Background: an optimization exercise with open tools, aiming at small area and a short achievable clock period. Do not read the settings as production practice. Function was checked by simulation only, so behaviour that the tests miss may differ from the original. Power is estimated from default activity; no workload was simulated.

==> config.mk <==
export PLATFORM = sky130hd
export DESIGN_NAME = dense2_argmax
export DESIGN_NICKNAME = dense2_argmax
export VERILOG_FILES = /design/flow/design.v
export SDC_FILE = /design/flow/constraint.sdc
export NUM_CORES = 4
export LEC_CHECK = 0
export ABC_AREA = 1
export CAP_MARGIN = 20
export CORE_MARGIN = 2
export CORE_UTILIZATION = 40
export PLACE_DENSITY = 0.6
export SETUP_SLACK_MARGIN = 5
export SLEW_MARGIN = 20
==> constraint.sdc <==
create_clock -name core_clock -period 11.0 [get_ports {clk}]
set_input_delay 2.2000 -clock core_clock [delete_from_list [all_inputs] [get_ports {clk}]]
set_output_delay 2.2000 -clock core_clock [all_outputs]
set_load 0.01 [all_outputs]
==> design.v <==
package dense2_pkg;
  localparam int unsigned N_IN      = 120;
  localparam int unsigned N_OUT     = 10;
  localparam int unsigned DW        = 16;
  localparam int unsigned FRAC_BITS = 8;
  localparam int unsigned ACC_W     = 30;
  localparam int unsigned AW        = 7;
  localparam int unsigned IDX_W     = 4;
  localparam logic [DW-1:0] SAT_MAX = {1'b0, {(DW-1){1'b1}}};
  localparam logic [DW-1:0] SAT_MIN = {1'b1, {(DW-1){1'b0}}};
  localparam int unsigned N_ST       = 6;
  localparam int unsigned I_IDLE     = 0;
  localparam int unsigned I_ACCUM    = 1;
  localparam int unsigned I_BIAS_RD  = 2;
  localparam int unsigned I_BIAS_ADD = 3;
  localparam int unsigned I_OUT      = 4;
  localparam int unsigned I_CLASS    = 5;
endpackage
module dense2_neuron_acc
(
  input  logic          clk,
  input  logic          keep,
  input  logic          shift,
  input  logic [29:0]   nxt_s,
  input  logic [29:0]   nxt_c,
  input  logic [7:0]    one,
  input  logic [7:0]    two,
  input  logic [7:0]    neg,
  input  logic [15:0]   w,
  output logic [29:0]   s,
  output logic [29:0]   c
);
  logic [29:0] sn, cn;
  assign s = ~sn;
  assign c = ~cn;
  wire [29:0] sm = (s & {30{keep}}) | (nxt_s & {30{shift}});
  wire [29:0] cm = (c & {30{keep}}) | (nxt_c & {30{shift}});
  wire p1 = ((one[0] & w[0]) ^ neg[0]);
  wire p2 = (((one[0] & w[1]) | (two[0] & w[0])) ^ neg[0]);
  wire p3 = (((one[0] & w[2]) | (two[0] & w[1])) ^ neg[0]);
  wire p4 = (((one[0] & w[3]) | (two[0] & w[2])) ^ neg[0]);
  wire p5 = (((one[0] & w[4]) | (two[0] & w[3])) ^ neg[0]);
  wire p6 = (((one[0] & w[5]) | (two[0] & w[4])) ^ neg[0]);
  wire p7 = (((one[0] & w[6]) | (two[0] & w[5])) ^ neg[0]);
  wire p8 = (((one[0] & w[7]) | (two[0] & w[6])) ^ neg[0]);
  wire p9 = (((one[0] & w[8]) | (two[0] & w[7])) ^ neg[0]);
  wire p10 = (((one[0] & w[9]) | (two[0] & w[8])) ^ neg[0]);
  wire p11 = (((one[0] & w[10]) | (two[0] & w[9])) ^ neg[0]);
  wire p12 = (((one[0] & w[11]) | (two[0] & w[10])) ^ neg[0]);
  wire p13 = (((one[0] & w[12]) | (two[0] & w[11])) ^ neg[0]);
  wire p14 = (((one[0] & w[13]) | (two[0] & w[12])) ^ neg[0]);
  wire p15 = (((one[0] & w[14]) | (two[0] & w[13])) ^ neg[0]);
  wire p16 = (((one[0] & w[15]) | (two[0] & w[14])) ^ neg[0]);
  wire p17 = ~(((one[0] & w[15]) | (two[0] & w[15])) ^ neg[0]);
  wire p18 = ((one[1] & w[0]) ^ neg[1]);
  wire p19 = (((one[1] & w[1]) | (two[1] & w[0])) ^ neg[1]);
  wire p20 = (((one[1] & w[2]) | (two[1] & w[1])) ^ neg[1]);
  wire p21 = (((one[1] & w[3]) | (two[1] & w[2])) ^ neg[1]);
  wire p22 = (((one[1] & w[4]) | (two[1] & w[3])) ^ neg[1]);
  wire p23 = (((one[1] & w[5]) | (two[1] & w[4])) ^ neg[1]);
  wire p24 = (((one[1] & w[6]) | (two[1] & w[5])) ^ neg[1]);
  wire p25 = (((one[1] & w[7]) | (two[1] & w[6])) ^ neg[1]);
  wire p26 = (((one[1] & w[8]) | (two[1] & w[7])) ^ neg[1]);
  wire p27 = (((one[1] & w[9]) | (two[1] & w[8])) ^ neg[1]);
  wire p28 = (((one[1] & w[10]) | (two[1] & w[9])) ^ neg[1]);
  wire p29 = (((one[1] & w[11]) | (two[1] & w[10])) ^ neg[1]);
  wire p30 = (((one[1] & w[12]) | (two[1] & w[11])) ^ neg[1]);
  wire p31 = (((one[1] & w[13]) | (two[1] & w[12])) ^ neg[1]);
  wire p32 = (((one[1] & w[14]) | (two[1] & w[13])) ^ neg[1]);
  wire p33 = (((one[1] & w[15]) | (two[1] & w[14])) ^ neg[1]);
  wire p34 = ~(((one[1] & w[15]) | (two[1] & w[15])) ^ neg[1]);
  wire p35 = ((one[2] & w[0]) ^ neg[2]);
  wire p36 = (((one[2] & w[1]) | (two[2] & w[0])) ^ neg[2]);
  wire p37 = (((one[2] & w[2]) | (two[2] & w[1])) ^ neg[2]);
  wire p38 = (((one[2] & w[3]) | (two[2] & w[2])) ^ neg[2]);
  wire p39 = (((one[2] & w[4]) | (two[2] & w[3])) ^ neg[2]);
  wire p40 = (((one[2] & w[5]) | (two[2] & w[4])) ^ neg[2]);
  wire p41 = (((one[2] & w[6]) | (two[2] & w[5])) ^ neg[2]);
  wire p42 = (((one[2] & w[7]) | (two[2] & w[6])) ^ neg[2]);
  wire p43 = (((one[2] & w[8]) | (two[2] & w[7])) ^ neg[2]);
  wire p44 = (((one[2] & w[9]) | (two[2] & w[8])) ^ neg[2]);
  wire p45 = (((one[2] & w[10]) | (two[2] & w[9])) ^ neg[2]);
  wire p46 = (((one[2] & w[11]) | (two[2] & w[10])) ^ neg[2]);
  wire p47 = (((one[2] & w[12]) | (two[2] & w[11])) ^ neg[2]);
  wire p48 = (((one[2] & w[13]) | (two[2] & w[12])) ^ neg[2]);
  wire p49 = (((one[2] & w[14]) | (two[2] & w[13])) ^ neg[2]);
  wire p50 = (((one[2] & w[15]) | (two[2] & w[14])) ^ neg[2]);
  wire p51 = ~(((one[2] & w[15]) | (two[2] & w[15])) ^ neg[2]);
  wire p52 = ((one[3] & w[0]) ^ neg[3]);
  wire p53 = (((one[3] & w[1]) | (two[3] & w[0])) ^ neg[3]);
  wire p54 = (((one[3] & w[2]) | (two[3] & w[1])) ^ neg[3]);
  wire p55 = (((one[3] & w[3]) | (two[3] & w[2])) ^ neg[3]);
  wire p56 = (((one[3] & w[4]) | (two[3] & w[3])) ^ neg[3]);
  wire p57 = (((one[3] & w[5]) | (two[3] & w[4])) ^ neg[3]);
  wire p58 = (((one[3] & w[6]) | (two[3] & w[5])) ^ neg[3]);
  wire p59 = (((one[3] & w[7]) | (two[3] & w[6])) ^ neg[3]);
  wire p60 = (((one[3] & w[8]) | (two[3] & w[7])) ^ neg[3]);
  wire p61 = (((one[3] & w[9]) | (two[3] & w[8])) ^ neg[3]);
  wire p62 = (((one[3] & w[10]) | (two[3] & w[9])) ^ neg[3]);
  wire p63 = (((one[3] & w[11]) | (two[3] & w[10])) ^ neg[3]);
  wire p64 = (((one[3] & w[12]) | (two[3] & w[11])) ^ neg[3]);
  wire p65 = (((one[3] & w[13]) | (two[3] & w[12])) ^ neg[3]);
  wire p66 = (((one[3] & w[14]) | (two[3] & w[13])) ^ neg[3]);
  wire p67 = (((one[3] & w[15]) | (two[3] & w[14])) ^ neg[3]);
  wire p68 = ~(((one[3] & w[15]) | (two[3] & w[15])) ^ neg[3]);
  wire p69 = ((one[4] & w[0]) ^ neg[4]);
  wire p70 = (((one[4] & w[1]) | (two[4] & w[0])) ^ neg[4]);
  wire p71 = (((one[4] & w[2]) | (two[4] & w[1])) ^ neg[4]);
  wire p72 = (((one[4] & w[3]) | (two[4] & w[2])) ^ neg[4]);
  wire p73 = (((one[4] & w[4]) | (two[4] & w[3])) ^ neg[4]);
  wire p74 = (((one[4] & w[5]) | (two[4] & w[4])) ^ neg[4]);
  wire p75 = (((one[4] & w[6]) | (two[4] & w[5])) ^ neg[4]);
  wire p76 = (((one[4] & w[7]) | (two[4] & w[6])) ^ neg[4]);
  wire p77 = (((one[4] & w[8]) | (two[4] & w[7])) ^ neg[4]);
  wire p78 = (((one[4] & w[9]) | (two[4] & w[8])) ^ neg[4]);
  wire p79 = (((one[4] & w[10]) | (two[4] & w[9])) ^ neg[4]);
  wire p80 = (((one[4] & w[11]) | (two[4] & w[10])) ^ neg[4]);
  wire p81 = (((one[4] & w[12]) | (two[4] & w[11])) ^ neg[4]);
  wire p82 = (((one[4] & w[13]) | (two[4] & w[12])) ^ neg[4]);
  wire p83 = (((one[4] & w[14]) | (two[4] & w[13])) ^ neg[4]);
  wire p84 = (((one[4] & w[15]) | (two[4] & w[14])) ^ neg[4]);
  wire p85 = ~(((one[4] & w[15]) | (two[4] & w[15])) ^ neg[4]);
  wire p86 = ((one[5] & w[0]) ^ neg[5]);
  wire p87 = (((one[5] & w[1]) | (two[5] & w[0])) ^ neg[5]);
  wire p88 = (((one[5] & w[2]) | (two[5] & w[1])) ^ neg[5]);
  wire p89 = (((one[5] & w[3]) | (two[5] & w[2])) ^ neg[5]);
  wire p90 = (((one[5] & w[4]) | (two[5] & w[3])) ^ neg[5]);
  wire p91 = (((one[5] & w[5]) | (two[5] & w[4])) ^ neg[5]);
  wire p92 = (((one[5] & w[6]) | (two[5] & w[5])) ^ neg[5]);
  wire p93 = (((one[5] & w[7]) | (two[5] & w[6])) ^ neg[5]);
  wire p94 = (((one[5] & w[8]) | (two[5] & w[7])) ^ neg[5]);
  wire p95 = (((one[5] & w[9]) | (two[5] & w[8])) ^ neg[5]);
  wire p96 = (((one[5] & w[10]) | (two[5] & w[9])) ^ neg[5]);
  wire p97 = (((one[5] & w[11]) | (two[5] & w[10])) ^ neg[5]);
  wire p98 = (((one[5] & w[12]) | (two[5] & w[11])) ^ neg[5]);
  wire p99 = (((one[5] & w[13]) | (two[5] & w[12])) ^ neg[5]);
  wire p100 = (((one[5] & w[14]) | (two[5] & w[13])) ^ neg[5]);
  wire p101 = (((one[5] & w[15]) | (two[5] & w[14])) ^ neg[5]);
  wire p102 = ~(((one[5] & w[15]) | (two[5] & w[15])) ^ neg[5]);
  wire p103 = ((one[6] & w[0]) ^ neg[6]);
  wire p104 = (((one[6] & w[1]) | (two[6] & w[0])) ^ neg[6]);
  wire p105 = (((one[6] & w[2]) | (two[6] & w[1])) ^ neg[6]);
  wire p106 = (((one[6] & w[3]) | (two[6] & w[2])) ^ neg[6]);
  wire p107 = (((one[6] & w[4]) | (two[6] & w[3])) ^ neg[6]);
  wire p108 = (((one[6] & w[5]) | (two[6] & w[4])) ^ neg[6]);
  wire p109 = (((one[6] & w[6]) | (two[6] & w[5])) ^ neg[6]);
  wire p110 = (((one[6] & w[7]) | (two[6] & w[6])) ^ neg[6]);
  wire p111 = (((one[6] & w[8]) | (two[6] & w[7])) ^ neg[6]);
  wire p112 = (((one[6] & w[9]) | (two[6] & w[8])) ^ neg[6]);
  wire p113 = (((one[6] & w[10]) | (two[6] & w[9])) ^ neg[6]);
  wire p114 = (((one[6] & w[11]) | (two[6] & w[10])) ^ neg[6]);
  wire p115 = (((one[6] & w[12]) | (two[6] & w[11])) ^ neg[6]);
  wire p116 = (((one[6] & w[13]) | (two[6] & w[12])) ^ neg[6]);
  wire p117 = (((one[6] & w[14]) | (two[6] & w[13])) ^ neg[6]);
  wire p118 = (((one[6] & w[15]) | (two[6] & w[14])) ^ neg[6]);
  wire p119 = ~(((one[6] & w[15]) | (two[6] & w[15])) ^ neg[6]);
  wire p120 = ((one[7] & w[0]) ^ neg[7]);
  wire p121 = (((one[7] & w[1]) | (two[7] & w[0])) ^ neg[7]);
  wire p122 = (((one[7] & w[2]) | (two[7] & w[1])) ^ neg[7]);
  wire p123 = (((one[7] & w[3]) | (two[7] & w[2])) ^ neg[7]);
  wire p124 = (((one[7] & w[4]) | (two[7] & w[3])) ^ neg[7]);
  wire p125 = (((one[7] & w[5]) | (two[7] & w[4])) ^ neg[7]);
  wire p126 = (((one[7] & w[6]) | (two[7] & w[5])) ^ neg[7]);
  wire p127 = (((one[7] & w[7]) | (two[7] & w[6])) ^ neg[7]);
  wire p128 = (((one[7] & w[8]) | (two[7] & w[7])) ^ neg[7]);
  wire p129 = (((one[7] & w[9]) | (two[7] & w[8])) ^ neg[7]);
  wire p130 = (((one[7] & w[10]) | (two[7] & w[9])) ^ neg[7]);
  wire p131 = (((one[7] & w[11]) | (two[7] & w[10])) ^ neg[7]);
  wire p132 = (((one[7] & w[12]) | (two[7] & w[11])) ^ neg[7]);
  wire p133 = (((one[7] & w[13]) | (two[7] & w[12])) ^ neg[7]);
  wire p134 = (((one[7] & w[14]) | (two[7] & w[13])) ^ neg[7]);
  wire p135 = (((one[7] & w[15]) | (two[7] & w[14])) ^ neg[7]);
  wire p136 = ~(((one[7] & w[15]) | (two[7] & w[15])) ^ neg[7]);
  wire s137 = neg[1] ^ p3 ^ p18;
  wire c138 = (neg[1] & p3) | (neg[1] & p18) | (p3 & p18);
  wire s139 = p4 ^ p19 ^ c138;
  wire c140 = (p4 & p19) | (p4 & c138) | (p19 & c138);
  wire s141 = neg[2] ^ p5 ^ p20;
  wire c142 = (neg[2] & p5) | (neg[2] & p20) | (p5 & p20);
  wire s143 = p35 ^ s141 ^ c140;
  wire c144 = (p35 & s141) | (p35 & c140) | (s141 & c140);
  wire s145 = p6 ^ p21 ^ p36;
  wire c146 = (p6 & p21) | (p6 & p36) | (p21 & p36);
  wire s147 = c142 ^ s145 ^ c144;
  wire c148 = (c142 & s145) | (c142 & c144) | (s145 & c144);
  wire s149 = neg[3] ^ p7 ^ p22;
  wire c150 = (neg[3] & p7) | (neg[3] & p22) | (p7 & p22);
  wire s151 = p37 ^ p52 ^ c146;
  wire c152 = (p37 & p52) | (p37 & c146) | (p52 & c146);
  wire s153 = s149 ^ s151 ^ c148;
  wire c154 = (s149 & s151) | (s149 & c148) | (s151 & c148);
  wire s155 = p8 ^ p23 ^ p38;
  wire c156 = (p8 & p23) | (p8 & p38) | (p23 & p38);
  wire s157 = p53 ^ c150 ^ s155;
  wire c158 = (p53 & c150) | (p53 & s155) | (c150 & s155);
  wire s159 = c152 ^ s157;
  wire c160 = c152 & s157;
  wire s161 = sm[0] ^ cm[0] ^ neg[4];
  wire c162 = (sm[0] & cm[0]) | (sm[0] & neg[4]) | (cm[0] & neg[4]);
  wire s163 = s161 ^ p9 ^ p24;
  wire c164 = (s161 & p9) | (s161 & p24) | (p9 & p24);
  wire s165 = p39 ^ p54 ^ p69;
  wire c166 = (p39 & p54) | (p39 & p69) | (p54 & p69);
  wire s167 = c156 ^ s163 ^ s165;
  wire c168 = (c156 & s163) | (c156 & s165) | (s163 & s165);
  wire s169 = c158 ^ s167 ^ c160;
  wire c170 = (c158 & s167) | (c158 & c160) | (s167 & c160);
  wire s171 = sm[1] ^ cm[1] ^ c162;
  wire c172 = (sm[1] & cm[1]) | (sm[1] & c162) | (cm[1] & c162);
  wire s173 = p10 ^ p25 ^ p40;
  wire c174 = (p10 & p25) | (p10 & p40) | (p25 & p40);
  wire s175 = p55 ^ p70 ^ s171;
  wire c176 = (p55 & p70) | (p55 & s171) | (p70 & s171);
  wire s177 = c164 ^ c166 ^ s173;
  wire c178 = (c164 & c166) | (c164 & s173) | (c166 & s173);
  wire s179 = s175 ^ c168 ^ s177;
  wire c180 = (s175 & c168) | (s175 & s177) | (c168 & s177);
  wire s181 = sm[2] ^ cm[2] ^ neg[5];
  wire c182 = (sm[2] & cm[2]) | (sm[2] & neg[5]) | (cm[2] & neg[5]);
  wire s183 = s181 ^ p11 ^ p26;
  wire c184 = (s181 & p11) | (s181 & p26) | (p11 & p26);
  wire s185 = p41 ^ p56 ^ p71;
  wire c186 = (p41 & p56) | (p41 & p71) | (p56 & p71);
  wire s187 = p86 ^ c172 ^ c174;
  wire c188 = (p86 & c172) | (p86 & c174) | (c172 & c174);
  wire s189 = s183 ^ s185 ^ c176;
  wire c190 = (s183 & s185) | (s183 & c176) | (s185 & c176);
  wire s191 = s187 ^ c178 ^ s189;
  wire c192 = (s187 & c178) | (s187 & s189) | (c178 & s189);
  wire s193 = sm[3] ^ cm[3] ^ c182;
  wire c194 = (sm[3] & cm[3]) | (sm[3] & c182) | (cm[3] & c182);
  wire s195 = p12 ^ p27 ^ p42;
  wire c196 = (p12 & p27) | (p12 & p42) | (p27 & p42);
  wire s197 = p57 ^ p72 ^ p87;
  wire c198 = (p57 & p72) | (p57 & p87) | (p72 & p87);
  wire s199 = s193 ^ c184 ^ c186;
  wire c200 = (s193 & c184) | (s193 & c186) | (c184 & c186);
  wire s201 = s195 ^ s197 ^ c188;
  wire c202 = (s195 & s197) | (s195 & c188) | (s197 & c188);
  wire s203 = s199 ^ c190 ^ s201;
  wire c204 = (s199 & c190) | (s199 & s201) | (c190 & s201);
  wire s205 = sm[4] ^ cm[4] ^ neg[6];
  wire c206 = (sm[4] & cm[4]) | (sm[4] & neg[6]) | (cm[4] & neg[6]);
  wire s207 = s205 ^ p13 ^ p28;
  wire c208 = (s205 & p13) | (s205 & p28) | (p13 & p28);
  wire s209 = p43 ^ p58 ^ p73;
  wire c210 = (p43 & p58) | (p43 & p73) | (p58 & p73);
  wire s211 = p88 ^ p103 ^ c194;
  wire c212 = (p88 & p103) | (p88 & c194) | (p103 & c194);
  wire s213 = c196 ^ c198 ^ s207;
  wire c214 = (c196 & c198) | (c196 & s207) | (c198 & s207);
  wire s215 = s209 ^ s211 ^ c200;
  wire c216 = (s209 & s211) | (s209 & c200) | (s211 & c200);
  wire s217 = s213 ^ c202 ^ s215;
  wire c218 = (s213 & c202) | (s213 & s215) | (c202 & s215);
  wire s219 = sm[5] ^ cm[5] ^ c206;
  wire c220 = (sm[5] & cm[5]) | (sm[5] & c206) | (cm[5] & c206);
  wire s221 = p14 ^ p29 ^ p44;
  wire c222 = (p14 & p29) | (p14 & p44) | (p29 & p44);
  wire s223 = p59 ^ p74 ^ p89;
  wire c224 = (p59 & p74) | (p59 & p89) | (p74 & p89);
  wire s225 = p104 ^ s219 ^ c208;
  wire c226 = (p104 & s219) | (p104 & c208) | (s219 & c208);
  wire s227 = c210 ^ s221 ^ s223;
  wire c228 = (c210 & s221) | (c210 & s223) | (s221 & s223);
  wire s229 = c212 ^ s225 ^ c214;
  wire c230 = (c212 & s225) | (c212 & c214) | (s225 & c214);
  wire s231 = s227 ^ c216 ^ s229;
  wire c232 = (s227 & c216) | (s227 & s229) | (c216 & s229);
  wire s233 = sm[6] ^ cm[6] ^ neg[7];
  wire c234 = (sm[6] & cm[6]) | (sm[6] & neg[7]) | (cm[6] & neg[7]);
  wire s235 = s233 ^ p15 ^ p30;
  wire c236 = (s233 & p15) | (s233 & p30) | (p15 & p30);
  wire s237 = p45 ^ p60 ^ p75;
  wire c238 = (p45 & p60) | (p45 & p75) | (p60 & p75);
  wire s239 = p90 ^ p105 ^ p120;
  wire c240 = (p90 & p105) | (p90 & p120) | (p105 & p120);
  wire s241 = c220 ^ c222 ^ c224;
  wire c242 = (c220 & c222) | (c220 & c224) | (c222 & c224);
  wire s243 = s235 ^ s237 ^ s239;
  wire c244 = (s235 & s237) | (s235 & s239) | (s237 & s239);
  wire s245 = c226 ^ s241 ^ c228;
  wire c246 = (c226 & s241) | (c226 & c228) | (s241 & c228);
  wire s247 = s243 ^ c230 ^ s245;
  wire c248 = (s243 & c230) | (s243 & s245) | (c230 & s245);
  wire s249 = sm[7] ^ cm[7] ^ c234;
  wire c250 = (sm[7] & cm[7]) | (sm[7] & c234) | (cm[7] & c234);
  wire s251 = p16 ^ p31 ^ p46;
  wire c252 = (p16 & p31) | (p16 & p46) | (p31 & p46);
  wire s253 = p61 ^ p76 ^ p91;
  wire c254 = (p61 & p76) | (p61 & p91) | (p76 & p91);
  wire s255 = p106 ^ p121 ^ s249;
  wire c256 = (p106 & p121) | (p106 & s249) | (p121 & s249);
  wire s257 = c236 ^ c238 ^ c240;
  wire c258 = (c236 & c238) | (c236 & c240) | (c238 & c240);
  wire s259 = s251 ^ s253 ^ c242;
  wire c260 = (s251 & s253) | (s251 & c242) | (s253 & c242);
  wire s261 = s255 ^ s257 ^ c244;
  wire c262 = (s255 & s257) | (s255 & c244) | (s257 & c244);
  wire s263 = c246 ^ s259 ^ s261;
  wire c264 = (c246 & s259) | (c246 & s261) | (s259 & s261);
  wire s265 = 1'b1 ^ sm[8] ^ cm[8];
  wire c266 = (1'b1 & sm[8]) | (1'b1 & cm[8]) | (sm[8] & cm[8]);
  wire s267 = s265 ^ p17 ^ p32;
  wire c268 = (s265 & p17) | (s265 & p32) | (p17 & p32);
  wire s269 = p47 ^ p62 ^ p77;
  wire c270 = (p47 & p62) | (p47 & p77) | (p62 & p77);
  wire s271 = p92 ^ p107 ^ p122;
  wire c272 = (p92 & p107) | (p92 & p122) | (p107 & p122);
  wire s273 = c250 ^ c252 ^ c254;
  wire c274 = (c250 & c252) | (c250 & c254) | (c252 & c254);
  wire s275 = s267 ^ s269 ^ s271;
  wire c276 = (s267 & s269) | (s267 & s271) | (s269 & s271);
  wire s277 = c256 ^ c258 ^ s273;
  wire c278 = (c256 & c258) | (c256 & s273) | (c258 & s273);
  wire s279 = s275 ^ c260 ^ c262;
  wire c280 = (s275 & c260) | (s275 & c262) | (c260 & c262);
  wire s281 = s277 ^ c264 ^ s279;
  wire c282 = (s277 & c264) | (s277 & s279) | (c264 & s279);
  wire s283 = 1'b1 ^ sm[9] ^ cm[9];
  wire c284 = (1'b1 & sm[9]) | (1'b1 & cm[9]) | (sm[9] & cm[9]);
  wire s285 = c266 ^ s283 ^ p33;
  wire c286 = (c266 & s283) | (c266 & p33) | (s283 & p33);
  wire s287 = p48 ^ p63 ^ p78;
  wire c288 = (p48 & p63) | (p48 & p78) | (p63 & p78);
  wire s289 = p93 ^ p108 ^ p123;
  wire c290 = (p93 & p108) | (p93 & p123) | (p108 & p123);
  wire s291 = c268 ^ c270 ^ c272;
  wire c292 = (c268 & c270) | (c268 & c272) | (c270 & c272);
  wire s293 = s285 ^ s287 ^ s289;
  wire c294 = (s285 & s287) | (s285 & s289) | (s287 & s289);
  wire s295 = c274 ^ s291 ^ c276;
  wire c296 = (c274 & s291) | (c274 & c276) | (s291 & c276);
  wire s297 = s293 ^ c278 ^ s295;
  wire c298 = (s293 & c278) | (s293 & s295) | (c278 & s295);
  wire s299 = c280 ^ s297 ^ c282;
  wire c300 = (c280 & s297) | (c280 & c282) | (s297 & c282);
  wire s301 = sm[10] ^ cm[10] ^ c284;
  wire c302 = (sm[10] & cm[10]) | (sm[10] & c284) | (cm[10] & c284);
  wire s303 = p34 ^ p49 ^ p64;
  wire c304 = (p34 & p49) | (p34 & p64) | (p49 & p64);
  wire s305 = p79 ^ p94 ^ p109;
  wire c306 = (p79 & p94) | (p79 & p109) | (p94 & p109);
  wire s307 = p124 ^ s301 ^ c286;
  wire c308 = (p124 & s301) | (p124 & c286) | (s301 & c286);
  wire s309 = c288 ^ c290 ^ s303;
  wire c310 = (c288 & c290) | (c288 & s303) | (c290 & s303);
  wire s311 = s305 ^ c292 ^ s307;
  wire c312 = (s305 & c292) | (s305 & s307) | (c292 & s307);
  wire s313 = c294 ^ s309 ^ c296;
  wire c314 = (c294 & s309) | (c294 & c296) | (s309 & c296);
  wire s315 = s311 ^ c298 ^ s313;
  wire c316 = (s311 & c298) | (s311 & s313) | (c298 & s313);
  wire s317 = 1'b1 ^ sm[11] ^ cm[11];
  wire c318 = (1'b1 & sm[11]) | (1'b1 & cm[11]) | (sm[11] & cm[11]);
  wire s319 = s317 ^ p50 ^ p65;
  wire c320 = (s317 & p50) | (s317 & p65) | (p50 & p65);
  wire s321 = p80 ^ p95 ^ p110;
  wire c322 = (p80 & p95) | (p80 & p110) | (p95 & p110);
  wire s323 = p125 ^ c302 ^ c304;
  wire c324 = (p125 & c302) | (p125 & c304) | (c302 & c304);
  wire s325 = c306 ^ s319 ^ s321;
  wire c326 = (c306 & s319) | (c306 & s321) | (s319 & s321);
  wire s327 = c308 ^ s323 ^ c310;
  wire c328 = (c308 & s323) | (c308 & c310) | (s323 & c310);
  wire s329 = s325 ^ c312 ^ s327;
  wire c330 = (s325 & c312) | (s325 & s327) | (c312 & s327);
  wire s331 = c314 ^ s329 ^ c316;
  wire c332 = (c314 & s329) | (c314 & c316) | (s329 & c316);
  wire s333 = sm[12] ^ cm[12] ^ c318;
  wire c334 = (sm[12] & cm[12]) | (sm[12] & c318) | (cm[12] & c318);
  wire s335 = p51 ^ p66 ^ p81;
  wire c336 = (p51 & p66) | (p51 & p81) | (p66 & p81);
  wire s337 = p96 ^ p111 ^ p126;
  wire c338 = (p96 & p111) | (p96 & p126) | (p111 & p126);
  wire s339 = s333 ^ c320 ^ c322;
  wire c340 = (s333 & c320) | (s333 & c322) | (c320 & c322);
  wire s341 = s335 ^ s337 ^ c324;
  wire c342 = (s335 & s337) | (s335 & c324) | (s337 & c324);
  wire s343 = s339 ^ c326 ^ c328;
  wire c344 = (s339 & c326) | (s339 & c328) | (c326 & c328);
  wire s345 = s341 ^ c330 ^ s343;
  wire c346 = (s341 & c330) | (s341 & s343) | (c330 & s343);
  wire s347 = 1'b1 ^ sm[13] ^ cm[13];
  wire c348 = (1'b1 & sm[13]) | (1'b1 & cm[13]) | (sm[13] & cm[13]);
  wire s349 = s347 ^ p67 ^ p82;
  wire c350 = (s347 & p67) | (s347 & p82) | (p67 & p82);
  wire s351 = p97 ^ p112 ^ p127;
  wire c352 = (p97 & p112) | (p97 & p127) | (p112 & p127);
  wire s353 = c334 ^ c336 ^ c338;
  wire c354 = (c334 & c336) | (c334 & c338) | (c336 & c338);
  wire s355 = s349 ^ s351 ^ c340;
  wire c356 = (s349 & s351) | (s349 & c340) | (s351 & c340);
  wire s357 = s353 ^ c342 ^ s355;
  wire c358 = (s353 & c342) | (s353 & s355) | (c342 & s355);
  wire s359 = c344 ^ s357 ^ c346;
  wire c360 = (c344 & s357) | (c344 & c346) | (s357 & c346);
  wire s361 = sm[14] ^ cm[14] ^ c348;
  wire c362 = (sm[14] & cm[14]) | (sm[14] & c348) | (cm[14] & c348);
  wire s363 = p68 ^ p83 ^ p98;
  wire c364 = (p68 & p83) | (p68 & p98) | (p83 & p98);
  wire s365 = p113 ^ p128 ^ s361;
  wire c366 = (p113 & p128) | (p113 & s361) | (p128 & s361);
  wire s367 = c350 ^ c352 ^ s363;
  wire c368 = (c350 & c352) | (c350 & s363) | (c352 & s363);
  wire s369 = s365 ^ c354 ^ s367;
  wire c370 = (s365 & c354) | (s365 & s367) | (c354 & s367);
  wire s371 = c356 ^ s369 ^ c358;
  wire c372 = (c356 & s369) | (c356 & c358) | (s369 & c358);
  wire s373 = 1'b1 ^ sm[15] ^ cm[15];
  wire c374 = (1'b1 & sm[15]) | (1'b1 & cm[15]) | (sm[15] & cm[15]);
  wire s375 = s373 ^ p84 ^ p99;
  wire c376 = (s373 & p84) | (s373 & p99) | (p84 & p99);
  wire s377 = p114 ^ p129 ^ c362;
  wire c378 = (p114 & p129) | (p114 & c362) | (p129 & c362);
  wire s379 = c364 ^ s375 ^ c366;
  wire c380 = (c364 & s375) | (c364 & c366) | (s375 & c366);
  wire s381 = s377 ^ c368 ^ s379;
  wire c382 = (s377 & c368) | (s377 & s379) | (c368 & s379);
  wire s383 = c370 ^ s381 ^ c372;
  wire c384 = (c370 & s381) | (c370 & c372) | (s381 & c372);
  wire s385 = sm[16] ^ cm[16] ^ c374;
  wire c386 = (sm[16] & cm[16]) | (sm[16] & c374) | (cm[16] & c374);
  wire s387 = p85 ^ p100 ^ p115;
  wire c388 = (p85 & p100) | (p85 & p115) | (p100 & p115);
  wire s389 = p130 ^ s385 ^ c376;
  wire c390 = (p130 & s385) | (p130 & c376) | (s385 & c376);
  wire s391 = s387 ^ c378 ^ s389;
  wire c392 = (s387 & c378) | (s387 & s389) | (c378 & s389);
  wire s393 = c380 ^ s391 ^ c382;
  wire c394 = (c380 & s391) | (c380 & c382) | (s391 & c382);
  wire s395 = 1'b1 ^ sm[17] ^ cm[17];
  wire c396 = (1'b1 & sm[17]) | (1'b1 & cm[17]) | (sm[17] & cm[17]);
  wire s397 = s395 ^ p101 ^ p116;
  wire c398 = (s395 & p101) | (s395 & p116) | (p101 & p116);
  wire s399 = p131 ^ c386 ^ c388;
  wire c400 = (p131 & c386) | (p131 & c388) | (c386 & c388);
  wire s401 = s397 ^ c390 ^ s399;
  wire c402 = (s397 & c390) | (s397 & s399) | (c390 & s399);
  wire s403 = c392 ^ s401 ^ c394;
  wire c404 = (c392 & s401) | (c392 & c394) | (s401 & c394);
  wire s405 = sm[18] ^ cm[18] ^ c396;
  wire c406 = (sm[18] & cm[18]) | (sm[18] & c396) | (cm[18] & c396);
  wire s407 = p102 ^ p117 ^ p132;
  wire c408 = (p102 & p117) | (p102 & p132) | (p117 & p132);
  wire s409 = s405 ^ c398 ^ s407;
  wire c410 = (s405 & c398) | (s405 & s407) | (c398 & s407);
  wire s411 = c400 ^ s409 ^ c402;
  wire c412 = (c400 & s409) | (c400 & c402) | (s409 & c402);
  wire s413 = 1'b1 ^ sm[19] ^ cm[19];
  wire c414 = (1'b1 & sm[19]) | (1'b1 & cm[19]) | (sm[19] & cm[19]);
  wire s415 = s413 ^ p118 ^ p133;
  wire c416 = (s413 & p118) | (s413 & p133) | (p118 & p133);
  wire s417 = c406 ^ c408 ^ s415;
  wire c418 = (c406 & c408) | (c406 & s415) | (c408 & s415);
  wire s419 = c410 ^ s417 ^ c412;
  wire c420 = (c410 & s417) | (c410 & c412) | (s417 & c412);
  wire s421 = sm[20] ^ cm[20] ^ c414;
  wire c422 = (sm[20] & cm[20]) | (sm[20] & c414) | (cm[20] & c414);
  wire s423 = p119 ^ p134 ^ s421;
  wire c424 = (p119 & p134) | (p119 & s421) | (p134 & s421);
  wire s425 = c416 ^ s423 ^ c418;
  wire c426 = (c416 & s423) | (c416 & c418) | (s423 & c418);
  wire s427 = 1'b1 ^ sm[21] ^ cm[21];
  wire c428 = (1'b1 & sm[21]) | (1'b1 & cm[21]) | (sm[21] & cm[21]);
  wire s429 = s427 ^ p135 ^ c422;
  wire c430 = (s427 & p135) | (s427 & c422) | (p135 & c422);
  wire s431 = c424 ^ s429 ^ c426;
  wire c432 = (c424 & s429) | (c424 & c426) | (s429 & c426);
  wire s433 = sm[22] ^ cm[22] ^ c428;
  wire c434 = (sm[22] & cm[22]) | (sm[22] & c428) | (cm[22] & c428);
  wire s435 = p136 ^ s433 ^ c430;
  wire c436 = (p136 & s433) | (p136 & c430) | (s433 & c430);
  wire s437 = 1'b1 ^ sm[23] ^ cm[23];
  wire c438 = (1'b1 & sm[23]) | (1'b1 & cm[23]) | (sm[23] & cm[23]);
  wire s439 = s437 ^ c434 ^ c436;
  wire c440 = (s437 & c434) | (s437 & c436) | (c434 & c436);
  wire s441 = 1'b1 ^ sm[24] ^ cm[24];
  wire c442 = (1'b1 & sm[24]) | (1'b1 & cm[24]) | (sm[24] & cm[24]);
  wire s443 = c438 ^ s441;
  wire c444 = c438 & s441;
  wire s445 = 1'b1 ^ sm[25] ^ cm[25];
  wire c446 = (1'b1 & sm[25]) | (1'b1 & cm[25]) | (sm[25] & cm[25]);
  wire s447 = c442 ^ s445 ^ c444;
  wire c448 = (c442 & s445) | (c442 & c444) | (s445 & c444);
  wire s449 = 1'b1 ^ sm[26] ^ cm[26];
  wire c450 = (1'b1 & sm[26]) | (1'b1 & cm[26]) | (sm[26] & cm[26]);
  wire s451 = c446 ^ s449 ^ c448;
  wire c452 = (c446 & s449) | (c446 & c448) | (s449 & c448);
  wire s453 = 1'b1 ^ sm[27] ^ cm[27];
  wire c454 = (1'b1 & sm[27]) | (1'b1 & cm[27]) | (sm[27] & cm[27]);
  wire s455 = c450 ^ s453 ^ c452;
  wire c456 = (c450 & s453) | (c450 & c452) | (s453 & c452);
  wire s457 = 1'b1 ^ sm[28] ^ cm[28];
  wire c458 = (1'b1 & sm[28]) | (1'b1 & cm[28]) | (sm[28] & cm[28]);
  wire s459 = c454 ^ s457 ^ c456;
  wire c460 = (c454 & s457) | (c454 & c456) | (s457 & c456);
  wire s461 = 1'b1 ^ sm[29] ^ cm[29];
  wire c462 = (1'b1 & sm[29]) | (1'b1 & cm[29]) | (sm[29] & cm[29]);
  wire s463 = c458 ^ s461 ^ c460;
  wire c464 = (c458 & s461) | (c458 & c460) | (s461 & c460);
  wire [8:0] low_sum = {1'b0, c154, s153, s147, s143, s139, s137, p2, p1} + {1'b0, s159, 1'b0, 1'b0, 1'b0, 1'b0, 1'b0, 1'b0, neg[0]};
  always_ff @(posedge clk) begin
    sn <= ~{s463, s459, s455, s451, s447, c440, s439, c432, s431, c420, s419, c404, s403, c384, s383, c360, s359, c332, s331, c300, s299, s281, c248, c232, c218, c204, c192, c180, c170, s169};
    cn <= ~{1'b0, 1'b0, 1'b0, 1'b0, 1'b0, s443, 1'b0, s435, 1'b0, s425, 1'b0, s411, 1'b0, s393, 1'b0, s371, 1'b0, s345, 1'b0, s315, 1'b0, 1'b0, s263, s247, s231, s217, s203, s191, s179, low_sum[8]};
  end
endmodule
module dense2_argmax
(
  input  logic                clk,
  input  logic                rst,
  input  logic                in_valid,
  input  logic                frame_start_in,
  input  logic                frame_end_in,
  input  logic [dense2_pkg::DW-1:0]       dense_input,
  output logic                rom_en,
  output logic [dense2_pkg::AW-1:0]       rom_addr,
  input  logic [dense2_pkg::N_OUT*dense2_pkg::DW-1:0] rom_data,
  output logic                out_valid,
  output logic                frame_start_out,
  output logic                frame_end_out,
  output logic [dense2_pkg::DW-1:0]       logit_out,
  output logic                class_valid,
  output logic [dense2_pkg::IDX_W-1:0]    class_idx,
  output logic                err
);
  localparam int unsigned W = dense2_pkg::ACC_W;
  logic [dense2_pkg::N_ST-1:0]   state;
  logic [dense2_pkg::N_ST-1:0]   state_n;
  logic [dense2_pkg::AW-1:0]     cnt;
  logic              clear;
  logic              take;
  logic              err_c;
  logic              keep_q;
  logic [dense2_pkg::IDX_W-1:0]  out_k;
  logic [dense2_pkg::DW-1:0]     best_val;
  logic [dense2_pkg::IDX_W-1:0]  best_idx;
  logic [W-1:0]      acc_s [dense2_pkg::N_OUT];
  logic [W-1:0]      acc_c [dense2_pkg::N_OUT];
  logic st_idle, st_accum, st_bias_rd, st_bias_add, st_out, st_class;
  assign st_idle     = state[dense2_pkg::I_IDLE];
  assign st_accum    = state[dense2_pkg::I_ACCUM];
  assign st_bias_rd  = state[dense2_pkg::I_BIAS_RD];
  assign st_bias_add = state[dense2_pkg::I_BIAS_ADD];
  assign st_out      = state[dense2_pkg::I_OUT];
  assign st_class    = state[dense2_pkg::I_CLASS];
  logic [dense2_pkg::DW-1:0] sample_n;
  logic [7:0] b_one_n, b_two_n, b_neg_n;
  logic [7:0] b_one, b_two, b_neg;
  always_comb begin
    if (take) begin
      sample_n = dense_input;
    end else if (st_bias_rd) begin
      sample_n = dense2_pkg::DW'(1 << dense2_pkg::FRAC_BITS);
    end else begin
      sample_n = '0;
    end
    for (int k = 0; k < 8; k++) begin
      logic x0, x1, x2;
      x0 = (k == 0) ? 1'b0 : sample_n[2*k-1];
      x1 = sample_n[2*k];
      x2 = sample_n[2*k+1];
      b_one_n[k] = x1 ^ x0;
      b_two_n[k] = (x2 & ~x1 & ~x0) | (~x2 & x1 & x0);
      b_neg_n[k] = x2;
    end
  end
  for (genvar k = 0; k < dense2_pkg::N_OUT; k++) begin : g_neuron
    dense2_neuron_acc u_acc (
      .clk     (clk),
      .keep    (keep_q),
      .shift   (st_out),
      .nxt_s   ((k == dense2_pkg::N_OUT - 1) ? '0 : acc_s[(k + 1) % dense2_pkg::N_OUT]),
      .nxt_c   ((k == dense2_pkg::N_OUT - 1) ? '0 : acc_c[(k + 1) % dense2_pkg::N_OUT]),
      .one     (b_one),
      .two     (b_two),
      .neg     (b_neg),
      .w       (rom_data[k*dense2_pkg::DW +: dense2_pkg::DW]),
      .s       (acc_s[k]),
      .c       (acc_c[k])
    );
  end
  logic start_ok;    
  logic last_idx;    
  logic in_frame;    
  assign start_ok = in_valid && frame_start_in && !frame_end_in;
  assign last_idx = (cnt == dense2_pkg::AW'(dense2_pkg::N_IN - 1));
  assign in_frame = st_accum && in_valid && !frame_start_in;
  assign take   = (st_idle && start_ok) || (st_accum && in_valid);
  assign clear  = in_valid && frame_start_in && ((st_idle && !frame_end_in) || st_accum);
  assign rom_en = !rst && (take || st_bias_rd);
  always_comb begin
    rom_addr = '0;
    if (!rst && in_frame) begin
      rom_addr = cnt;
    end else if (!rst && st_bias_rd) begin
      rom_addr = dense2_pkg::AW'(dense2_pkg::N_IN);
    end
  end
  assign err_c = (st_idle && in_valid && frame_start_in && frame_end_in)
              || (st_accum && in_valid && (frame_start_in || (frame_end_in != last_idx)))
              || (!st_idle && !st_accum && in_valid);
  always_comb begin
    state_n = '0;
    state_n[dense2_pkg::I_IDLE]     = (st_idle && !start_ok)
                                   || (in_frame && (frame_end_in ? !last_idx : last_idx))
                                   || st_class;
    state_n[dense2_pkg::I_ACCUM]    = (st_idle && start_ok)
                                   || (st_accum && !(in_frame && (frame_end_in || last_idx)));
    state_n[dense2_pkg::I_BIAS_RD]  = in_frame && frame_end_in && last_idx;
    state_n[dense2_pkg::I_BIAS_ADD] = st_bias_rd;
    state_n[dense2_pkg::I_OUT]      = st_bias_add
                                   || (st_out && (out_k != dense2_pkg::IDX_W'(dense2_pkg::N_OUT - 1)));
    state_n[dense2_pkg::I_CLASS]    = st_out && (out_k == dense2_pkg::IDX_W'(dense2_pkg::N_OUT - 1));
  end
  logic [W-1:0]  sel_sum;
  logic [dense2_pkg::DW-1:0] logit_c;
  assign sel_sum = acc_s[0] + acc_c[0];
  assign logit_c = (sel_sum[W-1:dense2_pkg::DW-1] == {(W-dense2_pkg::DW+1){sel_sum[W-1]}})
                 ? sel_sum[dense2_pkg::DW-1:0]
                 : (sel_sum[W-1] ? dense2_pkg::SAT_MIN : dense2_pkg::SAT_MAX);
  logic              better;
  logic [dense2_pkg::IDX_W-1:0]  cur_idx;
  assign better  = frame_start_out || ($signed(logit_out) > $signed(best_val));
  assign cur_idx = out_k - dense2_pkg::IDX_W'(1);
  always_ff @(posedge clk) begin
    if (rst) begin
      state           <= dense2_pkg::N_ST'(1) << dense2_pkg::I_IDLE;
      keep_q          <= 1'b0;
      out_valid       <= 1'b0;
      frame_start_out <= 1'b0;
      frame_end_out   <= 1'b0;
      logit_out       <= '0;
      class_valid     <= 1'b0;
      class_idx       <= '0;
      err             <= 1'b0;
    end else begin
      state           <= state_n;
      keep_q          <= !clear && !state_n[dense2_pkg::I_OUT];
      err             <= err_c;
      out_valid       <= st_out;
      frame_start_out <= st_out && (out_k == '0);
      frame_end_out   <= st_out && (out_k == dense2_pkg::IDX_W'(dense2_pkg::N_OUT - 1));
      if (st_out) begin
        logit_out <= logit_c;
      end
      class_valid     <= st_class;
      if (st_class) begin
        class_idx <= better ? cur_idx : best_idx;
      end
    end
  end
  always_ff @(posedge clk) begin
    if (clear) begin
      cnt <= dense2_pkg::AW'(1);
    end else if (take) begin
      cnt <= cnt + dense2_pkg::AW'(1);
    end
    b_one <= b_one_n;
    b_two <= b_two_n;
    b_neg <= b_neg_n;
    if (st_bias_add) begin
      out_k <= '0;
    end else if (st_out) begin
      out_k <= out_k + dense2_pkg::IDX_W'(1);
    end
    if (out_valid && better) begin
      best_val <= logit_out;
      best_idx <= cur_idx;
    end
  end
endmodule
==> flow/run.sh <==
#!/bin/bash
# The standard layout (standard.sh: unchanged synthesis, floorplan, place,
# CTS, route) with three changes:
#  - repair_timing aims for 5.6 ns of setup slack at the design's 11 ns clock;
#  - ports are buffered with buf_2 cells instead of the default delay cells;
#  - after synthesis, invpush.py removes inverters between full-adder cells by
#    flipping adders (a full adder is self-dual), leaving registers, ports and
#    all other cells as synthesis made them.
# Each tool's output goes to a log here; ORFS keeps its step logs under orfs/logs.
set -euo pipefail
sed 's/SETUP_SLACK_MARGIN=[0-9.]*/SETUP_SLACK_MARGIN=5.6 "BUFFER_PORTS_ARGS=-buffer_cell sky130_fd_sc_hd__buf_2"/' standard.sh > standard_margin.sh
grep -q 'SETUP_SLACK_MARGIN=5.6 "BUFFER_PORTS_ARGS' standard_margin.sh
bash standard_margin.sh synth > synth.log 2>&1
NET=orfs/results/sky130hd/dense2_argmax/base/1_2_yosys.v
cp "$NET" 1_2_yosys.standard.v
python3 flow/invpush.py 1_2_yosys.standard.v "$NET" > invpush.log 2>&1
touch "$NET"
bash standard_margin.sh > standard.log 2>&1
==> flow/invpush.py <==
#!/usr/bin/env python3
"""Remove inverters around full adders in a flat Yosys netlist of sky130hd cells.

A full adder is self-dual: FA(~a, ~b, ~c) = (~sum, ~cout). Synthesis often
leaves inverters between adder cells; this flips adders (feeding them the
complement of their inputs, so their outputs carry the complement) where that
lowers the number of inverters, then re-inserts one inverter per net whose
complement is still needed. Registers, ports and all other cells are kept.

usage: invpush.py IN.v OUT.v
"""
import re
import sys

OUTPINS = {"X", "Y", "Q", "Q_N", "SUM", "COUT", "HI", "LO"}
INV = re.compile(r"sky130_fd_sc_hd__inv_\d+$")
FA = re.compile(r"sky130_fd_sc_hd__fa_\d+$")
XOR = re.compile(r"sky130_fd_sc_hd__x(n?)or2_(\d+)$")

src = re.sub(r"\(\*.*?\*\)", "", open(sys.argv[1]).read())
m_first = re.search(r"^\s*sky130_fd_sc_hd__\w+\s", src, re.M)
head = src[:m_first.start()]
tail_i = src.rindex("endmodule")
body = src[m_first.start():tail_i]
tail = src[tail_i:]
if re.search(r"^\s*assign\s", body, re.M) or re.search(r"^\s*assign\s", head, re.M):
    sys.exit("assign statements not supported")

inst_re = re.compile(r"\s*(sky130_fd_sc_hd__\w+)\s+(\\\S+\s|\S+)\s*\((.*?)\);\s*", re.S)
pin_re = re.compile(r"\.(\w+)\(\s*(\\\S+\s|[^()\s]+)\s*\)")
insts = []
pos = 0
while pos < len(body):
    m = inst_re.match(body, pos)
    if not m:
        sys.exit("parse error at: " + body[pos:pos + 200])
    pins = [(p, n.strip()) for p, n in pin_re.findall(m.group(3))]
    insts.append([m.group(1), m.group(2).strip(), pins])
    pos = m.end()

# ports
ports_out = set()
ports_in = set()
for kind, rng, names in re.findall(r"^\s*(input|output)\s+(\[\d+:\d+\]\s+)?([^;]+);", head, re.M):
    for nm in names.split(","):
        nm = nm.strip()
        if rng:
            hi, lo = map(int, re.findall(r"\d+", rng))
            bits = [f"{nm}[{i}]" for i in range(min(hi, lo), max(hi, lo) + 1)]
        else:
            bits = [nm]
        (ports_out if kind == "output" else ports_in).update(bits)

driver = {}
for idx, (typ, name, pins) in enumerate(insts):
    for p, n in pins:
        if p in OUTPINS:
            driver[n] = (idx, p)

def is_inv(idx):
    return INV.match(insts[idx][0]) is not None

# inverters kept as they are: those driving output ports
keep_inv = set()
for idx, (typ, name, pins) in enumerate(insts):
    if is_inv(idx):
        y = dict(pins)["Y"]
        if y in ports_out:
            keep_inv.add(idx)

def root(n):
    par = 0
    seen = 0
    while n in driver and is_inv(driver[n][0]) and driver[n][0] not in keep_inv:
        n = dict(insts[driver[n][0]][2])["A"]
        par ^= 1
        seen += 1
        if seen > 1000:
            sys.exit("inverter loop")
    return n, par

# loads: (inst idx, pin index) -> (root, parity); only non-removed cells
removed = {i for i in range(len(insts)) if is_inv(i) and i not in keep_inv}
loads = []          # [idx, pin_i, root, parity]
for idx, (typ, name, pins) in enumerate(insts):
    if idx in removed:
        continue
    for pi, (p, n) in enumerate(pins):
        if p in OUTPINS or not re.match(r"^(\\\S+|[A-Za-z_][\w$]*(\[\d+\])?)$", n):
            continue
        r, par = root(n)
        loads.append([idx, pi, r, par])
for n in ports_out:
    if n in driver and driver[n][0] in removed:
        sys.exit("port driven by removable inverter: " + n)

fa_idx = [i for i in range(len(insts)) if FA.match(insts[i][0]) or XOR.match(insts[i][0])]
is_fa = {i: FA.match(insts[i][0]) is not None for i in fa_idx}
# FAs whose outputs are ports cannot flip
noflip = set()
for i in fa_idx:
    for p, n in insts[i][2]:
        if p in OUTPINS and n in ports_out:
            noflip.add(i)
flip = {}
out_of = {}   # root net -> driving FA idx (if FA)
for i in fa_idx:
    for p, n in insts[i][2]:
        if p in OUTPINS:
            out_of[n] = i

loads_by_root = {}
loads_by_inst = {}
for L in loads:
    loads_by_root.setdefault(L[2], []).append(L)
    loads_by_inst.setdefault(L[0], []).append(L)

def need(L):
    own = flip.get(L[0], 0) if FA.match(insts[L[0]][0]) else 0
    return L[3] ^ own ^ flip.get(out_of.get(L[2], -1), 0)

cnt = {r: sum(need(L) for L in Ls) for r, Ls in loads_by_root.items()}
def cost():
    return sum(1 for r in cnt if cnt[r] > 0)

def delta(i):
    ch = {}
    for L in (loads_by_inst.get(i, []) if is_fa[i] else []):
        ch[L[2]] = ch.get(L[2], 0) + (1 - 2 * need(L))
    outs = [n for p, n in insts[i][2] if p in OUTPINS]
    for n in outs:
        for L in loads_by_root.get(n, []):
            if L[0] == i:
                continue
            ch[n] = ch.get(n, 0) + (1 - 2 * need(L))
    d = 0
    for r, c in ch.items():
        before = cnt[r] > 0
        after = cnt[r] + c > 0
        d += int(after) - int(before)
    return d, ch

c0 = cost()
# Start from a polarity that satisfies as many adder-to-adder connections as a
# breadth-first walk over them allows, then improve greedily.
if "--nobfs" not in sys.argv:
    fa_set = set(fa_idx) - noflip
    adj = {i: [] for i in fa_set}
    for L in loads:
        g = out_of.get(L[2], -1)
        if L[0] in fa_set and g in fa_set and g != L[0] and is_fa[L[0]]:
            adj[L[0]].append((g, L[3]))
            adj[g].append((L[0], L[3]))
    seen = set()
    from collections import deque
    for s0 in fa_idx:
        if s0 not in fa_set or s0 in seen:
            continue
        seen.add(s0)
        flip[s0] = 0
        dq = deque([s0])
        while dq:
            u = dq.popleft()
            for v, p in adj[u]:
                if v not in seen:
                    seen.add(v)
                    flip[v] = flip.get(u, 0) ^ p
                    dq.append(v)
    cnt = {r: sum(need(L) for L in Ls) for r, Ls in loads_by_root.items()}
    print(f"after walk: {cost()} (from {c0})", file=sys.stderr)
changed = True
rounds = 0
while changed and rounds < 50:
    changed = False
    rounds += 1
    for i in fa_idx:
        if i in noflip:
            continue
        d, ch = delta(i)
        if d < 0:
            flip[i] = flip.get(i, 0) ^ 1
            for r, c in ch.items():
                cnt[r] += c
            changed = True
# Flip whole groups of adders joined by adder-to-adder connections when that helps.
if "--nobfs" not in sys.argv:
    comp = {}
    for s0 in fa_idx:
        if s0 not in fa_set or s0 in comp:
            continue
        comp[s0] = s0
        stack = [s0]
        while stack:
            u = stack.pop()
            for v, p in adj[u]:
                if v not in comp:
                    comp[v] = s0
                    stack.append(v)
    groups = {}
    for i, g in comp.items():
        groups.setdefault(g, []).append(i)
    def gdelta(members):
        ms = set(members)
        affected = set()
        for i in members:
            if is_fa[i]:
                for L in loads_by_inst.get(i, []):
                    affected.add(L[2])
            for p, n in insts[i][2]:
                if p in OUTPINS:
                    affected.add(n)
        before = {r: cnt[r] for r in affected}
        for i in members:
            flip[i] = flip.get(i, 0) ^ 1
        after = {r: sum(need(L) for L in loads_by_root.get(r, [])) for r in affected}
        d = sum(int(after[r] > 0) - int(before[r] > 0) for r in affected)
        return d, after
    for it in range(3):
        improved = False
        for g, members in groups.items():
            if len(members) < 2:
                continue
            d, after = gdelta(members)
            if d < 0:
                cnt.update(after)
                improved = True
            else:
                for i in members:
                    flip[i] = flip.get(i, 0) ^ 1
        changed = True
        rounds2 = 0
        while changed and rounds2 < 50:
            changed = False
            rounds2 += 1
            for i in fa_idx:
                if i in noflip:
                    continue
                d, ch = delta(i)
                if d < 0:
                    flip[i] = flip.get(i, 0) ^ 1
                    for r, c in ch.items():
                        cnt[r] += c
                    changed = True
                    improved = True
        if not improved:
            break
    print(f"groups: {len(groups)}, largest {max(len(m) for m in groups.values())}", file=sys.stderr)
c1 = cost()
assert c1 == sum(1 for r, Ls in loads_by_root.items() if any(need(L) for L in Ls))

# rebuild: a flipped xor becomes an xnor and vice versa
for i in fa_idx:
    m = XOR.match(insts[i][0])
    if m and flip.get(i, 0):
        insts[i][0] = f"sky130_fd_sc_hd__{'xor' if m.group(1) else 'xnor'}2_{m.group(2)}"
        outpin = "X" if m.group(1) else "Y"   # xor2 drives X, xnor2 drives Y
        insts[i][2] = [(outpin if p in ("X", "Y") else p, n) for p, n in insts[i][2]]
# rebuild
inv_net = {}
new_insts = []
k = 0
for r, Ls in loads_by_root.items():
    if any(need(L) for L in Ls):
        k += 1
        nn = f"_ipush_n{k}_"
        inv_net[r] = nn
        new_insts.append(["sky130_fd_sc_hd__inv_1", f"_ipush_i{k}_", [("A", r), ("Y", nn)]])
for L in loads:
    idx, pi, r, par = L
    p, _ = insts[idx][2][pi]
    insts[idx][2][pi] = (p, inv_net[r] if need(L) else r)

def fmt(n):
    return n + " " if n.startswith("\\") else n

out = [head]
for idx, (typ, name, pins) in enumerate(insts + new_insts):
    if idx < len(insts) and idx in removed:
        continue
    out.append(f"  {typ} {fmt(name)} (\n" + ",\n".join(f"    .{p}({fmt(n)})" for p, n in pins) + "\n  );\n")
decl = "".join(f"  wire {n};\n" for n in inv_net.values())
text = "".join(out)
text = text.replace(head, head + decl, 1)
open(sys.argv[2], "w").write(text + tail)
print(f"inverters: {len(removed) + len(keep_inv)} before, {len(keep_inv) + len(inv_net)} after; "
      f"{sum(flip.values())} of {len(fa_idx)} adders flipped; rounds {rounds}", file=sys.stderr)
==> standard.sh <==
#!/bin/bash
# synth_recipe.tcl (not shown) runs the flow's synth.tcl, then flattens the netlist and writes it again
# the make line also repeats each setting of config.mk as NAME=value (left out here)
make -C /OpenROAD-flow-scripts/flow DESIGN_CONFIG=/design/flow/config.mk WORK_HOME=/design/flow/orfs CLKGATE_MAP_FILE= SYNTH_SCRIPT=/design/flow/synth_recipe.tcl "${@:-finish}"
==> flow_summary.rst, run 1 <==
.. list-table::
   :header-rows: 1

   * - Metric
     - Value
   * - Rows
     - approximately 160
   * - Worst slew pin tran
     - 1.15 ns
   * - Count of synthesis-stage warnings from yosys
     - 4
   * - Vertical die dimension
     - 430 µm
   * - Critical Path, Cell by Cell
     - inv_6 -> buf_12 -> o22ai_1 -> xor2_1 -> fa_2 -> fa_1 -> fa_1 -> fa_1 -> fa_2 -> fa_1
   * - Routed length per instance
     - 26.6 µm
   * - Netlist Area Pre-Place
     - between 70000 and 80000 µm²
   * - Half-perimeter wire length of the detailed placement result
     - 169 mm
   * - Vias in the first global route
     - 63700
   * - Wire length of the first global-routing pass
     - 389 mm
   * - Arrival time reported for the critical path endpoint
     - 5.95 ns
   * - Outcome
     - timing/DRC/antenna clean
   * - Number of optimization iterations in the first detailed-route pass
     - 6
   * - Maximum number of pins on one net before global-route repair
     - approximately 150
   * - Cell with the largest stage delay on the worst path
     - dfxtp_1
   * - Core Area
     - 181000 µm²
   * - Tightest slew margin relative to the limit
     - between 20% and 30%
   * - PD cells
     - between 200 and 250 nW/µm²
   * - Number of buffers inserted for hold repair after clock tree synthesis
     - 0
   * - DRC violation total after the first TritonRoute iteration
     - 5281
   * - Slew Limit Fails
     - 0
   * - Number of buffers created by CTS
     - 75
   * - Full die area
     - 185000 µm²
   * - TritonCTS sink count
     - 546
   * - R2R setup slack
     - 5.62 ns
   * - Final Routed Wirelength
     - ~250 mm
   * - Combinational power share
     - 60.1%
   * - Register share of total power
     - 23.8%
   * - Clock Skews
     - about 0.040 ns
   * - Antenna Nets Post-Route
     - 0
   * - Vias per std cell
     - 6.11
   * - Biggest fanout along the worst timing path
     - 97
   * - Hold Fails Final Rpt
     - 0
   * - Fraction of layout instances using a drive strength above 1
     - 13.8%
   * - Clk buf depth
     - 3
   * - Initial antenna violation count
     - 9
   * - Clock tree from TritonCTS
     - yes
   * - Highest ir drop seen on vdd
     - between 0.1 and 0.15 mV
   * - Switch share
     - 45.0%
   * - Final Worst Setup Slack
     - roughly 5.6 ns
   * - Overflow after GRT
     - 0
   * - Post-Synthesis Cells
     - 7386
   * - Final core utilization
     - 44.0%
   * - Start-to-end type of the worst setup path
     - reg2reg
   * - Insertion delay to the later sink of the worst-skew pair
     - 0.71 ns
   * - Share of the clock period used by the worst path
     - 48.9%
   * - Setup violators final
     - 0
   * - Required arrival time at the worst endpoint
     - 11.56 ns
   * - Setup repair after global routing missed its margin
     - yes
   * - Master cell of the clock root buffer
     - clkbuf_16
   * - CTS H-tree depth
     - 3
   * - Worst setup EP type
     - register
   * - Fmax
     - 0.186 GHz
   * - Mean post-synth cell area
     - 9.83 µm²
   * - Post-synth net total
     - 9096
   * - Die width
     - about 430 µm
   * - All-Layer GR Usage
     - 27.3%
   * - Vias after detailed routing
     - 58200
   * - Switching pwr
     - 7.27 mW
   * - Port Buf Inserts
     - 213
   * - Type of element launching the critical path
     - register
   * - Clock transition at the register clock pins on the worst setup and hold paths after CTS
     - roughly 0.060 ns
   * - P_leak
     - 25.4 nW
   * - Int Power
     - 8.89 mW
   * - Top-level I/O count
     - 214
   * - Final Wtd Congestion
     - roughly 1
   * - Layout Nets
     - 8799
   * - Initial Util
     - approximately two fifths
   * - Cell repeated most along the worst path
     - fa_1
   * - Hold Crit Class
     - reg2reg
   * - Maxcap violations
     - 0
   * - Number of remaining DRC errors
     - 0
   * - Setup WS pre-CTS
     - 5.00 ns
   * - Clk network pwr share
     - approximately 16%
   * - Area growth syn-to-layout
     - 9.41%
   * - Minimum period implied by the final worst setup slack
     - about 5.4 ns
   * - Crit path largest cell delay
     - about 1.0 ns
   * - Total Negative Setup Slacks
     - 0 ns
-- flip-flops by register name, summed over array words and instances (netlist names) --
name / cells
best_val: 16
state: 6
err: 1
class_valid: 1
b_neg: 8
g_neuron.u_acc.cn: 160
keep_q: 1
out_valid: 1
cnt: 7
b_two: 8
best_idx: 4
logit_out: 16
out_k: 4
b_one: 8
g_neuron.u_acc.sn: 300
class_idx: 4
frame_start_out: 1
-- cell usage in the layout, fill, tap and decap left out, types with 12 or more instances in the layout --
cell and instances:
nand2_1 318, inv_6 21, dfxtp_1 518, fa_2 227, o21ai_0 54, o22ai_1 1496, or2_2 20, clkbuf_1 13
a21oi_1 36, nand3_1 80, buf_4 72, nor3_1 19, clkinvlp_4 137, edfxtp_1 20, inv_1 655, nand4_1 20
clkbuf_16 77, buf_12 14, nand2_2 12, nor2_2 15, ha_1 78, nor2_1 211, buf_2 212, xnor2_1 362
xor2_1 1003, o22ai_2 98, fa_1 1224
-- metrics by stage --
| stage | instance area [µm²] | total power, mW | std cells | hold WS, ns |
|---|---|---|---|---|
| final | 79500 | 16.2 | 9519 | 0.456 |
| after floorplan | 75700 | 11.0 | 7386 | 0.415 |
| after CTS | 79400 | 16.3 | 9511 | 0.450 |
| after global routing | 79500 | 17.9 | 9517 | 0.475 |
| after detailed placement | 76700 | 13.6 | 9375 | 0.437 |
| after global placement | 76700 | 13.2 | 9375 | 0.440 |
-- cell type report --
cell class / count / area [µm²]
Antenna cell: 4 / 10.0
Clock buffer: 101 / 2130
Clock inverter: 32 / 404
Fill cell: 17000 / 101000
Sequential cell: 546 / 11200
Timing Repair Buffer: 303 / 1960
Tap cell: 2370 / 2970
Multi-Input combinational cell: 5346 / 57100
Inverter: 816 / 3730
Timing Repair inverter: 1 / 8.76
-- power groups by stage --
stage | Clock (mW) | Combinational [mW] | Sequential [mW]
2_1_floorplan | 0 | 7.56 | 3.43
3_3_place_gp | 0 | 9.37 | 3.83
3_5_place_dp | 0 | 9.77 | 3.83
4_1_cts | 2.64 | 9.82 | 3.80
5_1_grt | 2.70 | 11.3 | 3.91
6_report | 2.60 | 9.71 | 3.85
-- layer usage --
metal	vias to the layer above	global-route usage (%)	share of wire (%)
li1	24000	-	-
met1	29900	33.8	38
met2	3459	45.7	48
met3	832	5.53	9.4
met4	4	13.0	5.0
met5	-	0	0.0083
-- timing repair --
action,in CTS,in global routing
hold endpoints to repair,0,0
gates resized for setup,17,13
cloned,1,1
setup buffers,2,3
setup endpoints to repair,61,43
pin swaps,1,0
-- worst max-delay path, delay by kind of cell (launching register included) --
family          cells  cell delay, ns
buf+inv             2            0.87
xor+xnor            1            0.13
fa+ha+maj           6            2.65
compound gates      1            0.32
flops               1            1.03
-- path summary, 6_finish.rpt --
kind / startpoint / endpoint / depth (start not counted)
max: b_one[2]$_DFF_P_ / g_neuron[8].u_acc.sn[13]$_DFF_P_ / 10
min: class_idx[1]$_SDFFE_PP0P_ / class_idx[1]$_SDFFE_PP0P_ / 2
max reg2reg: b_one[2]$_DFF_P_ / g_neuron[8].u_acc.sn[13]$_DFF_P_ / 10
min reg2reg: class_idx[1]$_SDFFE_PP0P_ / class_idx[1]$_SDFFE_PP0P_ / 2
==> run 2, diff against run 1 <==
--- a/config.mk
+++ b/config.mk
@@ -10,4 +10,5 @@
 export CORE_MARGIN = 2
 export CORE_UTILIZATION = 40
+export CTS_BUF_LIST = sky130_fd_sc_hd__clkbuf_4 sky130_fd_sc_hd__clkbuf_8
 export PLACE_DENSITY = 0.6
 export SETUP_SLACK_MARGIN = 5
==> flow_summary.rst, run 2 <==
.. list-table::
   :header-rows: 1

   * - Metric
     - Value
   * - Delay-heaviest family, CP
     - adder cells
   * - Maximum number of pins on one net before global-route repair
     - 152
   * - Critical Path, Cell by Cell
     - inv_6 -> buf_12 -> o22ai_2 -> xor2_1 -> fa_2 -> fa_2 -> fa_1 -> fa_1 -> fa_2 -> fa_1
   * - R2R setup slack
     - 5.64 ns
   * - Netlist Area Pre-Place
     - about 73000 µm²
   * - Setup WS pre-CTS
     - 5.00 ns
   * - Vias in the first global route
     - 64000
   * - Routed length per instance
     - 26.4 µm
   * - Maxcap violations
     - 0
   * - Arrival time reported for the critical path endpoint
     - around 6.1 ns
   * - Number of flip-flops in the largest register
     - 300
   * - Slew Limit Fails
     - 0
   * - Die width
     - 430 µm
   * - Cell with the largest stage delay on the worst path
     - dfxtp_1
   * - CTS H-tree depth
     - 3
   * - Tightest slew margin relative to the limit
     - 22.6%
   * - Crit path largest cell delay
     - 1.03 ns
   * - Reg-to-Reg End
     - g_neuron[9].u_acc.sn[13]$_DFF_P_
   * - Outcome
     - timing/DRC/antenna clean
   * - Filler-free cell count of the finished design
     - 9582
   * - Final Worst Setup Slack
     - 5.64 ns
   * - Setup violators final
     - 0
   * - Type of element launching the critical path
     - register
   * - Post-synth net total
     - between 9000 and 10000
   * - Insertion delay to the later sink of the worst-skew pair
     - 0.87 ns
   * - Port Buf Inserts
     - 213
   * - Top-level I/O count
     - 214
   * - Overflow after GRT
     - 0
   * - Area growth syn-to-layout
     - 9.17%
   * - Highest-count cells in the layout ignoring fill and taps
     - o22ai_1, fa_1, xor2_1
   * - Highest ir drop seen on vdd
     - 0.112 mV
   * - Most frequent standard cell in the layout excluding fill and tap cells
     - o22ai_1
   * - Reg-to-reg critical path startpoint
     - b_one[2]$_DFF_P_
   * - PD cells
     - 200 nW/µm²
   * - Fraction of met1 tracks used by global routing
     - 33.6%
   * - Cell Count Post-Placement
     - 9375
   * - Minimum period implied by the final worst setup slack
     - 5.36 ns
   * - Worst setup EP type
     - register
   * - Top Usage Layer GRT
     - met2
   * - Count of synthesis-stage warnings from yosys
     - 4
   * - Required arrival time at the worst endpoint
     - 11.72 ns
   * - Met2 usage in global routing
     - approximately 46%
   * - Fillcell total
     - 17000
   * - Clk buf depth
     - 3
   * - Number of optimization iterations in the first detailed-route pass
     - 7
   * - Biggest fanout along the worst timing path
     - 97
   * - Fraction of met3 tracks used by global routing
     - 5.76%
   * - Master cell of the clock root buffer
     - clkbuf_8
   * - Worst slew pin tran
     - around 1.2 ns
   * - Depth of the worst register-to-register path
     - 10
   * - Wire length of the first global-routing pass
     - around 400 mm
   * - Number of remaining DRC errors
     - 0
   * - Largest registers
     - g_neuron.u_acc.sn: 300 flops, g_neuron.u_acc.cn: 160 flops
   * - Mean post-synth cell area
     - 9.83 µm²
   * - Clock Skews
     - 0.0460 ns
   * - Clock transition at the register clock pins on the worst setup and hold paths after CTS
     - 0.06 ns
   * - Vias after detailed routing
     - approximately 58000
   * - Hold Fails Final Rpt
     - 0
   * - Clock tree from TritonCTS
     - yes
   * - Share of the clock period used by the worst path
     - 48.7%
   * - Register containing the most flip-flops in the final layout
     - g_neuron.u_acc.sn
   * - All-Layer GR Usage
     - 27.3%
   * - Core Area
     - about 180000 µm²
   * - WHS Path Cells
     - 2
   * - Start-to-end type of the worst setup path
     - reg2reg
   * - Full die area
     - between 150000 and 200000 µm²
   * - Setup repair after global routing missed its margin
     - yes
   * - P_leak
     - 25.4 nW
   * - Total Negative Setup Slacks
     - 0 ns
   * - Hold Crit Class
     - reg2reg
   * - Number of buffers inserted for hold repair after clock tree synthesis
     - 0
## run 2: cell types whose count changed in the layout (fill, tap and decap cells not counted), sizes merged
cell | before | now
buf | 302 | 299
clkbuf | 101 | 175
inv | 687 | 686
bufinv | 8 | 2
clkinv | 17 | 19
clkinvlp | 137 | 134
## run 2: how the worst max path moves through the flow
stage	startpoint	endpoint	slack [ns]
finish	b_one[2]$_DFF_P_	g_neuron[9].u_acc.sn[13]$_DFF_P_	5.64
global route	in_valid	rom_addr[5]	5.55
CTS	frame_start_in	rom_en	5.59
detailed placement	rom_data[26]	g_neuron[1].u_acc.sn[9]$_DFF_P_	5.00
global placement	rom_data[21]	g_neuron[1].u_acc.sn[11]$_DFF_P_	5.00
floorplan	rom_data[45]	g_neuron[2].u_acc.sn[9]$_DFF_P_	5.56
## run 2: area by class of cell
class	count	area [µm²]	area share, %
multi-input cells	5346	57100	72.0
clock buffers	175	2210	2.79
well taps	2370	2970	3.74
inverters	816	3720	4.70
clock inverters	25	183	0.230
repair buffers	300	1940	2.44
diodes	4	10.0	0.0126
flip-flops and latches	546	11200	14.1
## run 2: report_power, final
part           internal [mW]  leakage (nW)  switching [mW]  total (mW)
combinational           4.27          19.5            5.42        9.69
clock                   1.29          1.28            1.05        2.35
sequential              3.08          4.59           0.769        3.85
## run 2: repair_timing
item / 4_1_cts / 5_1_grt
resized for setup: 20 / 13
buffers inserted: 1 / 1
endpoints found under the setup margin: 61 / 40
pin swaps: 1 / 0
gates cloned: 1 / 0
## run 2: metrics by stage
step	hold WS, ns	instance area (µm²)	power [mW]
detailed placement	0.437	76700	13.6
finish	0.456	79300	15.9
CTS	0.457	79200	16.0
global placement	0.440	76700	13.2
floorplan	0.415	75700	11.0
global route	0.475	79300	17.7
## run 2: worst register-to-register path: cells and delay by family (launching register included)
family / cells / cell delay, ns
AOI/OAI and AO/OA: 1 / 0.47
xor gates and xnor gates: 1 / 0.25
adders and majority gates: 6 / 2.56
buffers and inverters: 2 / 0.91
DFF: 1 / 1.03
## run 2: layer usage
layer | part of all wire (%) | up-vias | wire [µm]
met1 | 38 | 29900 | 95000
met3 | 9.5 | 901 | 23900
met5 | 0.0036 | - | 9
li1 | - | 24100 | -
met2 | 48 | 3400 | 121000
met4 | 5.2 | 2 | 13100

Check on run 2: ideal ports give 5.644 ns setup slack; a clkbuf_16 on the clock port and buf_2 on the inputs give 5.625 ns; moving port delays by the midpoint clock arrival (0.929 ns) as well gives 4.866 ns.
